From an optimization exercise on the open Yosys and OpenROAD flow, aimed at small area, a short achievable clock period and few clock cycles per item; shortcuts taken in it are not production practice.
Only simulation tests tie the RTL to the original design; equivalence was not proved.
Power figures rest on the tool's default switching activity, not on a simulated workload.

== run 1 ==
## mulDivHazardUnit
module mulDivHazardUnit (
	input logic clock,
	input logic rst,
	input logic ctrlMult,
	input logic ctrlDiv,
	input logic [31:0] operandA,
	input logic [31:0] operandB,
	input logic [4:0] rdIn,
	input logic [4:0] rs1,
	input logic [4:0] rs2,
	input logic [4:0] rd,
	output logic [31:0] result,
	output logic exception,
	output logic resultRdy,
	output logic stall
);
Size in the first run: roughly 150 flip-flops, roughly 120 I/O pins.
Settings: LEC_CHECK=0, ABC_AREA=1, CAP_MARGIN=20, CORE_MARGIN=2, CORE_UTILIZATION=40, CTS_BUF_LIST=sky130_fd_sc_hd__clkbuf_8, SETUP_SLACK_MARGIN=2.25, SLEW_MARGIN=20; clock period 6.0 ns.
run.sh (not shown) runs the stock make flow with config.mk's settings and CLKGATE_MAP_FILE= SYNTH_SCRIPT=/design/flow/synth_recipe.tcl, a recipe that flattens the netlist after the stock synthesis.
Run 1 finished end to end and its layout was clean on timing, DRC and antenna.
Testbench counts of run 1, summed over its fixed seeds: cycles 3,265, ops 512.
Here is what was changed in the inputs of run 2 compared with run 1.
Settings: swapping 2.25 for 2.0 in SETUP_SLACK_MARGIN; clearing CTS_BUF_LIST, which used to be sky130_fd_sc_hd__clkbuf_8.
- All of run 2 and run 1 finish clean.
- | clock network fraction of design power | run 2 vs run 1 | 4.0 points higher |
- Of run 2 and run 1, run 2 shows the higher post-route minimum period, with run 1 below it.
- Diff run 1 -> run 2 | sum of routed wire length over all layers | down slightly
- Cell area | run 2 vs run 1 | run 2 smaller
- On run 2: peak per-stage delay on the critical path is 0.09 ns lower than what run 1 gave.
Edits applied to the flow inputs when going from run 2 to run 3:
Settings: SETUP_SLACK_MARGIN now 2.4, was 2.0.
--- outcome ---
Highest achievable clock rate (run 3 / run 2): 1.09. Diff run 2 -> run 3 | detailed route wirelength on metal3 | increase of 12%. Overall routing resource usage on run 3 is up relative to run 2.
## Diff of input files: run 4 against run 3
Settings: SETUP_SLACK_MARGIN now 2.25, was 2.4.
--- outcome ---
From run 3 to run 4 the numbers moved as follows: path depth of the worst reg2reg path went down, via count shrank by 2.7%, area of the multi-input gates shrank by 7.5%.
From run 3 to run 4 the numbers moved as follows: setup fix buffers added after clock tree synthesis lost 6, clock power neither gained nor lost much, post-route worst hold slack lost 0.0095 ns.
Measured against each other, run 4 and run 3 differ in share of cell area taken by flip-flops and latches, the lower figure coming from run 3.
Utilization: run 4 vs run 3 down 3.7 points

* * *

Another version of the RTL of mulDivHazardUnit (not shown whole).
For scale: ~2400 cells after synthesis, ~120 I/O pins, ~0.015 mm² of cells after synthesis.
clock: 6.0 ns
lec_check: 0
abc_area: 1
cap_margin: 20
core_margin: 2
core_utilization: 40
gpl_timing_driven: 0
setup_slack_margin: 2.0
slew_margin: 20
Testbench counts at the start, summed over its fixed seeds: cycles 3,245, ops 512.
Next try:
Settings changed: GPL_TIMING_DRIVEN 0 to default, SETUP_SLACK_MARGIN 2.0 to 2.5.
Outcome: The changed run produced a clean layout; cell area rose by 11%; sequential share of layout area fell by 1.4 points; combinational power rose by 26%; setup slack gets better by 320 ps; clock-buffer cell count rose by 3; utilization rose by 5.7 points; total power rose by 20%; global-route usage fell by 1.6 points; non-clock buffer count fell by 4; routed wire length fell by 0.42%.
Next try:
Settings changed: CORE_UTILIZATION 40 to 50, SETUP_SLACK_MARGIN 2.5 to 2.0.
Effect: The new run passed the timing, DRC and antenna checks; via count fell slightly; global-route usage rose by 5.8 points; register-to-register slack loses 320 ps; cell area fell by roughly a tenth; clock skew fell by 6.4 ps; non-clock buffer count fell by 18; final cell count fell by a few percent; die area fell by about a fifth; area after synthesis stays the same; synthesized cell count does not change; critical path depth rose by 5.
Next try:
Settings changed: CORE_UTILIZATION 50 to 40.
The new run finished clean.
Via count goes down by 2.7%.
Design area goes down by 0.75%.
Clock-buffer cell count goes up by 2.
First-iteration DRC count goes down by 25%.
Die area goes up by 24%.
Critical path depth goes up by 1.
Total power goes up by 2.1%.
Global-route usage goes down by 6.5 points.
Hold slack degrades by 6.2 ps.

* * *

mulDivHazardUnit, a different RTL version from the one above (not shown whole).
Size: about 2,400 cells after synthesis, ~150 flip-flops.
export LEC_CHECK = 0
export ABC_AREA = 1
export CAP_MARGIN = 20
export CORE_MARGIN = 2
export CORE_UTILIZATION = 40
export SETUP_SLACK_MARGIN = 1.6
export SLEW_MARGIN = 20
create_clock -name core_clock -period 6.0 [get_ports {clock}]
Testbench counts at the start, summed over its fixed seeds: cycles 3,349, ops 512.
Change:
--- a/flow/config.mk
+++ b/flow/config.mk
@@ -11,3 +11,3 @@
 export CORE_UTILIZATION = 40
-export SETUP_SLACK_MARGIN = 1.6
+export SETUP_SLACK_MARGIN = 2.5
 export SLEW_MARGIN = 20
The changed run completed without violations.
Setup slack gains 490 ps.
Clock skew fell by 4.7 ps.
Register-to-register slack gains 480 ps.
Global-route usage rose by 2.2 points.
Wire length rose by about 11%.
First-iteration DRC count rose by 15%.
Cell count rose by 2.8%.
Non-clock buffer count rose by 77.
Change:
--- a/flow/config.mk
+++ b/flow/config.mk
@@ -11,3 +11,3 @@
 export CORE_UTILIZATION = 40
-export SETUP_SLACK_MARGIN = 2.5
+export SETUP_SLACK_MARGIN = 2.0
 export SLEW_MARGIN = 20
Core utilization is lower by 5.2 points.
Non-clock buffer count is lower by 51.
Die area is unchanged.
Wire length is lower by a little under a tenth.
Total power is lower by about a fifth.
Global-route usage is lower by 2.2 points.
Clock skew is higher by 3.5 ps.
Via count is lower by a few percent.

* * *

Setup of pepper:
The RTL this note starts from:
==> flow/design.v <==
`timescale 1ns/1ps
module mulDivHazardUnit (
	input logic clock,
	input logic rst,
	input logic ctrlMult,
	input logic ctrlDiv,
	input logic [31:0] operandA,
	input logic [31:0] operandB,
	input logic [4:0] rdIn,
	input logic [4:0] rs1,
	input logic [4:0] rs2,
	input logic [4:0] rd,
	output logic [31:0] result,
	output logic exception,
	output logic resultRdy,
	output logic stall
);
	localparam logic [1:0] PH_MUL = 2'd0;
	localparam logic [1:0] PH_DSHIFT = 2'd1;
	localparam logic [1:0] PH_DIV = 2'd2;
	localparam logic [1:0] PH_DFIN = 2'd3;
	function automatic logic [4:0] nbits(logic [31:0] x);
		nbits = 5'd0;
		for (int i = 0; i < 31; i++) begin
			if (x[i]) nbits = 5'(i + 1);
		end
	endfunction
	logic busy;
	logic hazEn;
	logic [4:0] dest;
	logic [1:0] phase;
	logic [4:0] cnt;
	logic inv;
	logic negq;
	logic ovf;
	logic sOvf;
	logic [31:0] R;
	logic [32:0] S;
	logic [31:0] Q;
	logic req;
	logic accept;
	logic sa;
	logic sb;
	logic [31:0] absA;
	logic [31:0] absB;
	logic [4:0] nbA;
	logic [4:0] nbB;
	logic swap;
	logic [6:0] dRaw;
	logic [4:0] dClamp;
	logic aZero;
	logic bZero;
	logic mulTrivial;
	logic divTrivial;
	logic trivial;
	assign req = ctrlMult | ctrlDiv;
	assign accept = req & ~busy;
	assign sa = operandA[31];
	assign sb = operandB[31];
	assign absA = sa ? -operandA : operandA;
	assign absB = sb ? -operandB : operandB;
	assign nbA = nbits(operandA ^ {32{sa}});
	assign nbB = nbits(operandB ^ {32{sb}});
	assign swap = nbA < nbB;
	assign dRaw = {2'b00, nbA} + {6'b0, sa} - {2'b00, nbB};
	assign dClamp = dRaw[5] ? 5'd31 : dRaw[4:0];
	assign aZero = operandA == 32'd0;
	assign bZero = operandB == 32'd0;
	assign mulTrivial = aZero | bZero;
	assign divTrivial = bZero | dRaw[6];
	assign trivial = ctrlMult ? mulTrivial : divTrivial;
	logic isMul;
	logic isFin;
	logic q0;
	logic q1;
	logic [34:0] x;
	logic [34:0] y;
	logic [34:0] z;
	logic [34:0] csaS;
	logic [34:0] csaC;
	logic [34:0] sum;
	logic sumOut;
	logic divBit;
	assign isMul = phase == PH_MUL;
	assign isFin = phase == PH_DFIN;
	assign q0 = Q[0];
	assign q1 = Q[1];
	always_comb begin
		if (isFin) begin
			x = '0;
			y = {3'b000, Q} ^ {35{inv}};
			z = '0;
		end else if (isMul) begin
			x = {{3{R[31]}}, R};
			y = ({{2{S[32]}}, S} & {35{q0}}) ^ {35{inv}};
			z = ({S[32], S, 1'b0} & {35{q1}}) ^ {35{inv}};
		end else begin
			x = {3'b000, R};
			y = {{2{S[32]}}, S} ^ {35{inv}};
			z = '0;
		end
	end
	assign csaS = x ^ y ^ z;
	assign csaC = {(x[33:0] & y[33:0]) | (x[33:0] & z[33:0]) | (y[33:0] & z[33:0]), inv};
	assign sum = csaS + csaC + {34'd0, inv & isMul};
	assign sumOut = ~((sum[34] == sum[33]) & (sum[33] == sum[32]) & (sum[32] == sum[31]));
	assign divBit = ~sum[34];
	logic [4:0] shAmt;
	logic [32:0] sShl;
	assign shAmt = isMul ? 5'd2 : cnt;
	assign sShl = S << shAmt;
	logic mulLast;
	assign mulLast = Q[31:2] == 30'd0;
	always_ff @(posedge clock) begin
		if (rst) begin
			busy <= 1'b0;
			hazEn <= 1'b0;
			resultRdy <= 1'b0;
		end else begin
			resultRdy <= 1'b0;
			if (!busy) begin
				if (req) begin
					busy <= ~trivial;
					hazEn <= ~trivial & (rdIn != 5'd0);
					resultRdy <= trivial;
				end
			end else begin
				if ((isMul & mulLast) | isFin) begin
					busy <= 1'b0;
					hazEn <= 1'b0;
					resultRdy <= 1'b1;
				end
			end
		end
	end
	always_ff @(posedge clock) begin
		if (!busy) begin
			dest <= rdIn;
			ovf <= 1'b0;
			sOvf <= 1'b0;
			negq <= sa ^ sb;
			cnt <= dClamp;
			exception <= ~ctrlMult & bZero;
			if (ctrlMult) begin
				phase <= PH_MUL;
				inv <= swap ? sa : sb;
				S <= swap ? {sb, operandB} : {sa, operandA};
				Q <= swap ? absA : absB;
				R <= '0;
			end else begin
				phase <= PH_DSHIFT;
				inv <= ~sb;
				S <= {sb, operandB};
				Q <= '0;
				R <= divTrivial ? 32'd0 : absA;
			end
		end else begin
			case (phase)
				PH_MUL: begin
					R <= sum[31:0];
					ovf <= ovf | ((q0 | q1) & sOvf) | sumOut;
					exception <= ovf | ((q0 | q1) & sOvf) | sumOut;
					sOvf <= sOvf | ~((S[32] == S[31]) & (S[31] == S[30]));
					S <= sShl;
					Q <= {2'b00, Q[31:2]};
				end
				PH_DSHIFT: begin
					S <= sShl;
					phase <= PH_DIV;
				end
				PH_DIV: begin
					if (divBit) R <= sum[31:0];
					Q <= {Q[30:0], divBit};
					S <= {S[32], S[32:1]};
					cnt <= cnt - 5'd1;
					if (cnt == 5'd0) begin
						phase <= PH_DFIN;
						inv <= negq;
					end
				end
				default: begin
					R <= sum[31:0];
					exception <= 1'b0;
				end
			endcase
		end
	end
	assign result = R;
	assign stall = (busy & req) |
		(hazEn & ((rs1 == dest) | (rs2 == dest) | (rd == dest)));
endmodule
clock: 6.0 ns
lec_check: 0
cap_margin: 20
core_margin: 2
core_utilization: 40
setup_slack_margin: 2.5
slew_margin: 20
Testbench counts of pepper, summed over its fixed seeds: cycles 4,139, ops 512.
The inputs of xenon differ from those of pepper as listed below.
Settings: removing SETUP_SLACK_MARGIN (formerly 2.5).
==> run summary <==
- The higher combinational share of power came out of pepper.
- Relative to pepper, register-to-register slack has gone down in xenon.
- Max-slew headroom at the worst pin (higher): pepper
- xenon finished every stage and its layout cleared the timing, DRC and antenna checks.
- Clock power went down by a few percent going from pepper to xenon.
- Across both runs, longest individual stage delay on the worst path was higher for xenon than for pepper.

port drivers added, routing unchanged:
How much do the figures lean on ideal ports? The routed layouts below were timed once more, with nothing changed but the port constraints.
Step 1: set_driving_cell puts a clkbuf_16 on clock and a buf_2 on each other input, an assumption about the parent block.
Step 2, shift: input delay + t, output delay - t, t = (earliest + latest rising clock arrival at the registers) / 2. This alone moves slack from input paths to output paths.
Three values: ideal ports, drivers, drivers and shift; two values: the first two.
run	t (ns)	setup slack, ns	worst setup path after step 2	cell pins on the clock port's net
run 1	0.577	2.255 / 2.276 / 1.705	input to register	1
run 2	0.524	2.019 / 2.055 / 1.531	input to register	1
run 3	0.532	2.351 / 2.351 / 1.919	input to register	1
run 4	0.531	2.270 / 2.270 / 1.815	input to register	1
the first run of note 2	0.508	1.311 / 1.318 / 0.810	input to register	1
the second run of note 2	0.503	1.629 / 1.496 / 0.993	input to register	1
the third run of note 2	0.498	1.643 / 1.521 / 1.023	input to register	1
the fourth run of note 2	0.499	1.642 / 1.494 / 0.995	input to register	1
the first run of note 3	0.500	1.868 / 1.882 / 1.388	input to register	1
the second run of note 3	0.507	2.358 / 2.358 / 2.016	input to register	1
the third run of note 3	0.501	2.241 / 2.247 / 1.746	input to register	1
pepper	0.481	0.834 / 0.848 / 0.366	input to register	1
xenon	0.479	0.413 / 0.413 / -0.005	input to register	1
Met with ideal ports but missed after step 2: setup timing in xenon. For the fourth run of note 2, which loses most, drivers alone change the setup slack by -0.148 ns; drivers and shift together by -0.647 ns.
